This design comes from an exercise in tuning for small area and a short achievable clock period on the open sky130 flow, not from production work. Function was checked by simulation only, so behaviour that the tests miss may differ from the original. Power figures rest on the tool's default switching activity, not on a simulated workload.

== the baseline ==
==> flow/design.v <==
module xgmii_rx_stats #(
    parameter int NCH           = 4,
    parameter int CNT_W         = 16,
    parameter int TICKS_PER_SEC = 50000,
    parameter int MAX_LEN       = 1518
) (
    input  logic                 sys_clk,
    input  logic                 sys_rst,
    input  logic [64*NCH-1:0]    xgmii_rxd,
    input  logic [8*NCH-1:0]     xgmii_rxc,
    input  logic                 clear,
    output logic                 sec_tick,
    output logic [CNT_W*NCH-1:0] rx_pps,
    output logic [CNT_W*NCH-1:0] rx_throughput,
    output logic [CNT_W*NCH-1:0] rx_errors
);
    localparam int TW = (TICKS_PER_SEC > 1) ?
                        $clog2(TICKS_PER_SEC) : 1;
    localparam logic [TW-1:0] TC = TW'(TICKS_PER_SEC - 1);
    localparam int LW = 12;
    localparam logic [LW-1:0] LMAX = {1'b0, {(LW-1){1'b1}}};
    localparam int PW0 = $clog2(8 * TICKS_PER_SEC / 73 + 2);
    localparam int PW  = (PW0 < CNT_W) ? PW0 : CNT_W;
    logic [TW-1:0] win_q;
    logic          tick_q;
    logic          win_end;
    assign win_end = (win_q == TC);
    always_ff @(posedge sys_clk or posedge sys_rst) begin
        if (sys_rst) begin
            win_q  <= '0;
            tick_q <= 1'b0;
        end else begin
            win_q  <= (clear || win_end) ? '0 : win_q + 1'b1;
            tick_q <= !clear && win_end;
        end
    end
    assign sec_tick = tick_q;
    for (genvar k = 0; k < NCH; k++) begin : g_ch
        logic             st_q;
        logic [LW-1:0]    lm_q, lm_d;
        logic [PW-1:0]    pps_q, opps_q, p;
        logic [CNT_W-1:0] byt_q, err_q;
        logic [CNT_W-1:0] obyt_q, oerr_q;
        logic [CNT_W-1:0] b, e;
        logic [7:0] ctl, dat, trm, erl, bnd;
        logic       s0, s4;
        logic [8:0] nb;              
        logic [8:0] fst;             
        logic [3:0] pc [9];          
        logic [3:0] ds;              
        logic       eb;              
        logic       any_b, any_ft, good;
        logic [1:0] ea;
        logic [CNT_W:0] eu, ev;
        logic [PW-1:0]  p1;
        logic [CNT_W:3] bxi;
        logic [3:0]     blo;
        logic [LW-1:4]  lmi;
        logic [7:0] rng;             
        logic [CNT_W:0] bx, by;
        always_comb begin
            for (int i = 0; i < 8; i++) begin
                logic [7:0] byt;
                logic       hi;
                byt    = xgmii_rxd[64*k + 8*i +: 8];
                hi     = &byt[7:3];
                ctl[i] = xgmii_rxc[8*k + i];
                dat[i] = !ctl[i];
                trm[i] = ctl[i] && hi && byt[2:0] == 3'b101;
                erl[i] = ctl[i] && hi && byt[2:0] == 3'b110;
            end
            s0 = ctl[0] && xgmii_rxd[64*k +: 8] == 8'hFB;
            s4 = ctl[4] && xgmii_rxd[64*k + 32 +: 8] == 8'hFB;
            bnd = trm | {3'b000, s4, 3'b000, s0};
            nb[0] = 1'b1;
            for (int i = 0; i < 8; i++)
                nb[i+1] = nb[i] && !bnd[i];
            fst = {nb[8], bnd & nb[7:0]};
            any_b  = !nb[8];
            any_ft = |(trm & nb[7:0]);
            eb     = |(erl & nb[7:0]);
            pc[0] = 4'd0;
            pc[1] = {3'd0, dat[0]};
            pc[2] = {3'd0, dat[0]} + {3'd0, dat[1]};
            pc[3] = pc[2] + {3'd0, dat[2]};
            pc[4] = pc[2] + ({3'd0, dat[2]} + {3'd0, dat[3]});
            pc[5] = pc[4] + {3'd0, dat[4]};
            pc[6] = pc[4] + ({3'd0, dat[4]} + {3'd0, dat[5]});
            pc[7] = pc[4] + ({3'd0, dat[4]} + {3'd0, dat[5]} +
                             {3'd0, dat[6]});
            pc[8] = pc[4] + ({3'd0, dat[4]} + {3'd0, dat[5]} +
                             {3'd0, dat[6]} + {3'd0, dat[7]});
            ds = 4'd0;
            for (int i = 0; i < 9; i++)
                ds = ds | (fst[i] ? pc[i] : 4'd0);
            lmi = lm_q[LW-1:4] + 1'b1;
            for (int j = 0; j < 8; j++)
                rng[j] = !lm_q[LW-1] &&
                         (lm_q >= LW'(64 - j)) &&
                         (lm_q <= LW'(MAX_LEN - j));
            good = st_q && any_ft && !eb && rng[ds[2:0]];
            ea = {1'b0, s0 && |bnd[7:1]} + {1'b0, s4 && |trm[7:5]};
            eu = {1'b0, err_q} + {{(CNT_W-1){1'b0}}, ea};
            ev = eu + {{CNT_W{1'b0}}, st_q && any_b};
            e  = good ? (eu[CNT_W] ? '1 : eu[CNT_W-1:0])
                      : (ev[CNT_W] ? '1 : ev[CNT_W-1:0]);
            p1 = pps_q + 1'b1;
            p  = good ? p1 : pps_q;
            bx  = {1'b0, byt_q} + {{(CNT_W+2-LW){1'b0}}, lm_q[LW-2:0]};
            bxi = bx[CNT_W:3] + 1'b1;
            blo = {1'b0, bx[2:0]} + {1'b0, ds[2:0]};
            by  = {blo[3] ? bxi : bx[CNT_W:3], blo[2:0]};
            b   = !good ? byt_q : (by[CNT_W] ? '1 : by[CNT_W-1:0]);
            if (!any_b) begin
                logic [4:0]    llo;
                logic [LW-1:0] ls;
                llo  = {1'b0, lm_q[3:0]} + {1'b0, ds};
                ls   = {llo[4] ? lmi : lm_q[LW-1:4], llo[3:0]};
                lm_d = (eb || (!lm_q[LW-1] && ls[LW-1])) ?
                       LMAX : ls;
            end else if (s4) begin
                lm_d = (|erl[7:5]) ? LMAX :
                       LW'(pc[8] - pc[5]) - LW'(7);
            end else begin
                lm_d = (|erl[7:1]) ? LMAX :
                       LW'(pc[8] - pc[1]) - LW'(7);
            end
        end
        always_ff @(posedge sys_clk or posedge sys_rst) begin
            if (sys_rst) begin
                st_q   <= 1'b0;
                pps_q  <= '0;
                byt_q  <= '0;
                err_q  <= '0;
                opps_q <= '0;
                obyt_q <= '0;
                oerr_q <= '0;
            end else begin
                if (any_b)
                    st_q <= (s4 && !(|trm[7:5])) || (s0 && !(|bnd[7:1]));
                if (clear) begin
                    pps_q  <= '0;
                    byt_q  <= '0;
                    err_q  <= '0;
                    opps_q <= '0;
                    obyt_q <= '0;
                    oerr_q <= '0;
                end else if (win_end) begin
                    pps_q  <= '0;
                    byt_q  <= '0;
                    err_q  <= '0;
                    opps_q <= p;
                    obyt_q <= b;
                    oerr_q <= e;
                end else begin
                    pps_q  <= p;
                    byt_q  <= b;
                    err_q  <= e;
                end
            end
        end
        always_ff @(posedge sys_clk)
            lm_q <= lm_d;
        assign rx_pps[CNT_W*k +: CNT_W]        = CNT_W'(opps_q);
        assign rx_throughput[CNT_W*k +: CNT_W] = obyt_q;
        assign rx_errors[CNT_W*k +: CNT_W]     = oerr_q;
    end
endmodule
module xgmii_rx_stats_top (
    input  logic          sys_clk,
    input  logic          sys_rst,
    input  logic [255:0]  xgmii_rxd,
    input  logic [31:0]   xgmii_rxc,
    input  logic          clear,
    output logic          sec_tick,
    output logic [63:0]   rx_pps,
    output logic [63:0]   rx_throughput,
    output logic [63:0]   rx_errors
);
    xgmii_rx_stats #(
        .NCH          (4),
        .CNT_W        (16),
        .TICKS_PER_SEC(50000),
        .MAX_LEN      (1518)
    ) u_stats (
        .sys_clk      (sys_clk),
        .sys_rst      (sys_rst),
        .xgmii_rxd    (xgmii_rxd),
        .xgmii_rxc    (xgmii_rxc),
        .clear        (clear),
        .sec_tick     (sec_tick),
        .rx_pps       (rx_pps),
        .rx_throughput(rx_throughput),
        .rx_errors    (rx_errors)
    );
endmodule
==> flow/config.mk <==
export PLATFORM = sky130hd
export DESIGN_NAME = xgmii_rx_stats_top
export DESIGN_NICKNAME = xgmii_rx_stats_top
export VERILOG_FILES = /design/flow/design.v
export SDC_FILE = /design/flow/constraint.sdc
export NUM_CORES = 4
export LEC_CHECK = 0
export CAP_MARGIN = 20
export CORE_MARGIN = 2
export CORE_UTILIZATION = 40
export SLEW_MARGIN = 20
==> flow/constraint.sdc <==
create_clock -name core_clock -period 20.0 [get_ports {sys_clk}]
set_input_delay 4.0000 -clock core_clock [delete_from_list [all_inputs] [get_ports {sys_clk}]]
set_output_delay 4.0000 -clock core_clock [all_outputs]
set_load 0.01 [all_outputs]
standard.sh (not shown) runs the stock make flow with config.mk's settings and CLKGATE_MAP_FILE= SYNTH_SCRIPT=/design/flow/synth_recipe.tcl, a recipe that flattens the netlist after the stock synthesis.
==> flow/flow/run.sh <==
#!/bin/bash
# The standard layout (standard.sh) with these changes:
#  - synthesis: the standard script (synth_recipe.tcl) with ABC run on
#    flow/map.abc instead of ORFS's speed script, and adders left to ABC
#    (no full-adder cell mapping); registers are mapped exactly as before;
#  - port buffers are plain buf_1 cells;
#  - timing repair aims SETUP_SLACK_MARGIN ns beyond the constraint.
set -euo pipefail
here=$(pwd)
export MY_ABC_SCRIPT=$here/flow/map.abc
export ADDER_MAP_FILE=
export BUFFER_PORTS_ARGS="-buffer_cell sky130_fd_sc_hd__buf_1"
export SETUP_SLACK_MARGIN=${SETUP_SLACK_MARGIN:-12}
sed "s#SYNTH_SCRIPT=[^ ]*#SYNTH_SCRIPT=$here/flow/synth.tcl#" standard.sh > standard_own.sh
grep -q "SYNTH_SCRIPT=$here/flow/synth.tcl" standard_own.sh
bash standard_own.sh > flow_make.log 2>&1
==> flow/flow/map.abc <==
strash
&get -n
&syn2
&dch -f
&nf
&put
buffer -c
upsize -c
dnsize -c
==> flow/flow/synth.tcl <==
proc synth {args} { yosys synth -nofsm -noshare {*}$args }
proc abc {args} {
  set i [lsearch -exact $args -script]
  if { $i >= 0 && [info exists ::env(MY_ABC_SCRIPT)] && $::env(MY_ABC_SCRIPT) ne "" } {
    lset args [expr { $i + 1 }] $::env(MY_ABC_SCRIPT)
  }
  yosys abc {*}$args
}
source $::env(SCRIPTS_DIR)/synth.tcl
# left out here: clear keep_hierarchy, flatten, clean up, hide names made inside functions, write 1_2_yosys.v
[inputs] the candidate vs the baseline
--- a/flow/design.v
+++ b/flow/design.v
@@ -51,12 +51,9 @@
         logic       eb;              
         logic       any_b, any_ft, good;
-        logic [1:0] ea;
-        logic [CNT_W:0] eu, ev;
-        logic [PW-1:0]  p1;
-        logic [CNT_W:3] bxi;
-        logic [3:0]     blo;
-        logic [LW-1:4]  lmi;
+        logic [1:0]     err_n;
+        logic [CNT_W:0] es, bx, by;
+        logic [3:0]     esj;
+        logic [7:0]     bsj;
         logic [7:0] rng;             
-        logic [CNT_W:0] bx, by;
         always_comb begin
             for (int i = 0; i < 8; i++) begin
@@ -94,5 +91,4 @@
             for (int i = 0; i < 9; i++)
                 ds = ds | (fst[i] ? pc[i] : 4'd0);
-            lmi = lm_q[LW-1:4] + 1'b1;
             for (int j = 0; j < 8; j++)
                 rng[j] = !lm_q[LW-1] &&
@@ -100,21 +96,20 @@
                          (lm_q <= LW'(MAX_LEN - j));
             good = st_q && any_ft && !eb && rng[ds[2:0]];
-            ea = {1'b0, s0 && |bnd[7:1]} + {1'b0, s4 && |trm[7:5]};
-            eu = {1'b0, err_q} + {{(CNT_W-1){1'b0}}, ea};
-            ev = eu + {{CNT_W{1'b0}}, st_q && any_b};
-            e  = good ? (eu[CNT_W] ? '1 : eu[CNT_W-1:0])
-                      : (ev[CNT_W] ? '1 : ev[CNT_W-1:0]);
-            p1 = pps_q + 1'b1;
-            p  = good ? p1 : pps_q;
-            bx  = {1'b0, byt_q} + {{(CNT_W+2-LW){1'b0}}, lm_q[LW-2:0]};
-            bxi = bx[CNT_W:3] + 1'b1;
-            blo = {1'b0, bx[2:0]} + {1'b0, ds[2:0]};
-            by  = {blo[3] ? bxi : bx[CNT_W:3], blo[2:0]};
-            b   = !good ? byt_q : (by[CNT_W] ? '1 : by[CNT_W-1:0]);
+            err_n = {1'b0, st_q && any_b && !good}
+                  + {1'b0, s0 && |bnd[7:1]}
+                  + {1'b0, s4 && |trm[7:5]};
+            for (int j = 0; j < 4; j++)
+                esj[j] = ({1'b0, err_q} + (CNT_W+1)'(j)) >> CNT_W;
+            es = {1'b0, err_q} + {{(CNT_W-1){1'b0}}, err_n};
+            e  = esj[err_n] ? '1 : es[CNT_W-1:0];
+            p = pps_q + {{(PW-1){1'b0}}, good};
+            bx = {1'b0, byt_q} + {{(CNT_W+2-LW){1'b0}}, lm_q[LW-2:0]};
+            for (int j = 0; j < 8; j++)
+                bsj[j] = (bx + (CNT_W+1)'(j)) >> CNT_W;
+            by = bx + {{(CNT_W-2){1'b0}}, ds[2:0]};
+            b  = !good ? byt_q : (bsj[ds[2:0]] ? '1 : by[CNT_W-1:0]);
             if (!any_b) begin
-                logic [4:0]    llo;
                 logic [LW-1:0] ls;
-                llo  = {1'b0, lm_q[3:0]} + {1'b0, ds};
-                ls   = {llo[4] ? lmi : lm_q[LW-1:4], llo[3:0]};
+                ls   = lm_q + {{(LW-4){1'b0}}, ds};
                 lm_d = (eb || (!lm_q[LW-1] && ls[LW-1])) ?
                        LMAX : ls;
- Going from the baseline to the candidate, worst hold margin held, power density over the cells went down, number of combinational gates with multiple inputs now smaller, power share of the sequential group went up.
- Delta (the candidate minus the baseline): minimum period implied by the final worst setup slack up 0.083 ns, length of routed wiring on met1 decreased by about 12% relative to the old numbers, routed wire length lost 8300 microns, sequential cell area went down by 2.6%, post-route clock skew +0.0056 ns.
- The candidate vs the baseline, die area went down by 8.1%.
- Number of signal-net inverters in the final layout for the candidate: about 4.5% up relative to the baseline

-- separate check: timing with driven ports --
No port has a modelled driver above. Below, the same layouts with a new extraction and two added sets of constraints. Step 1, drivers: a clkbuf_16 drives sys_clk and a buf_2 each remaining input, both assumed. Step 2 also shifts input and output timing later by t, the mid clock arrival at the registers, as if the neighbouring blocks saw the same clock. Slacks: ideal ports / drivers / drivers and shift; pairs: ideal ports / drivers.
| run | t (ns) | setup slack, ns | worst setup path at the end | worst register clock-pin slew, ns |
|---|---|---|---|---|
| the baseline | 0.647 | 12.201 / 12.239 / 11.592 | input to register | 0.06 / 0.06 |
| the candidate | 0.650 | 12.118 / 12.154 / 11.504 | input to register | 0.06 / 0.06 |
After both steps every run listed still meets setup and hold. For the candidate, which loses most, drivers alone change the setup slack by +0.036 ns; drivers and shift together by -0.614 ns.
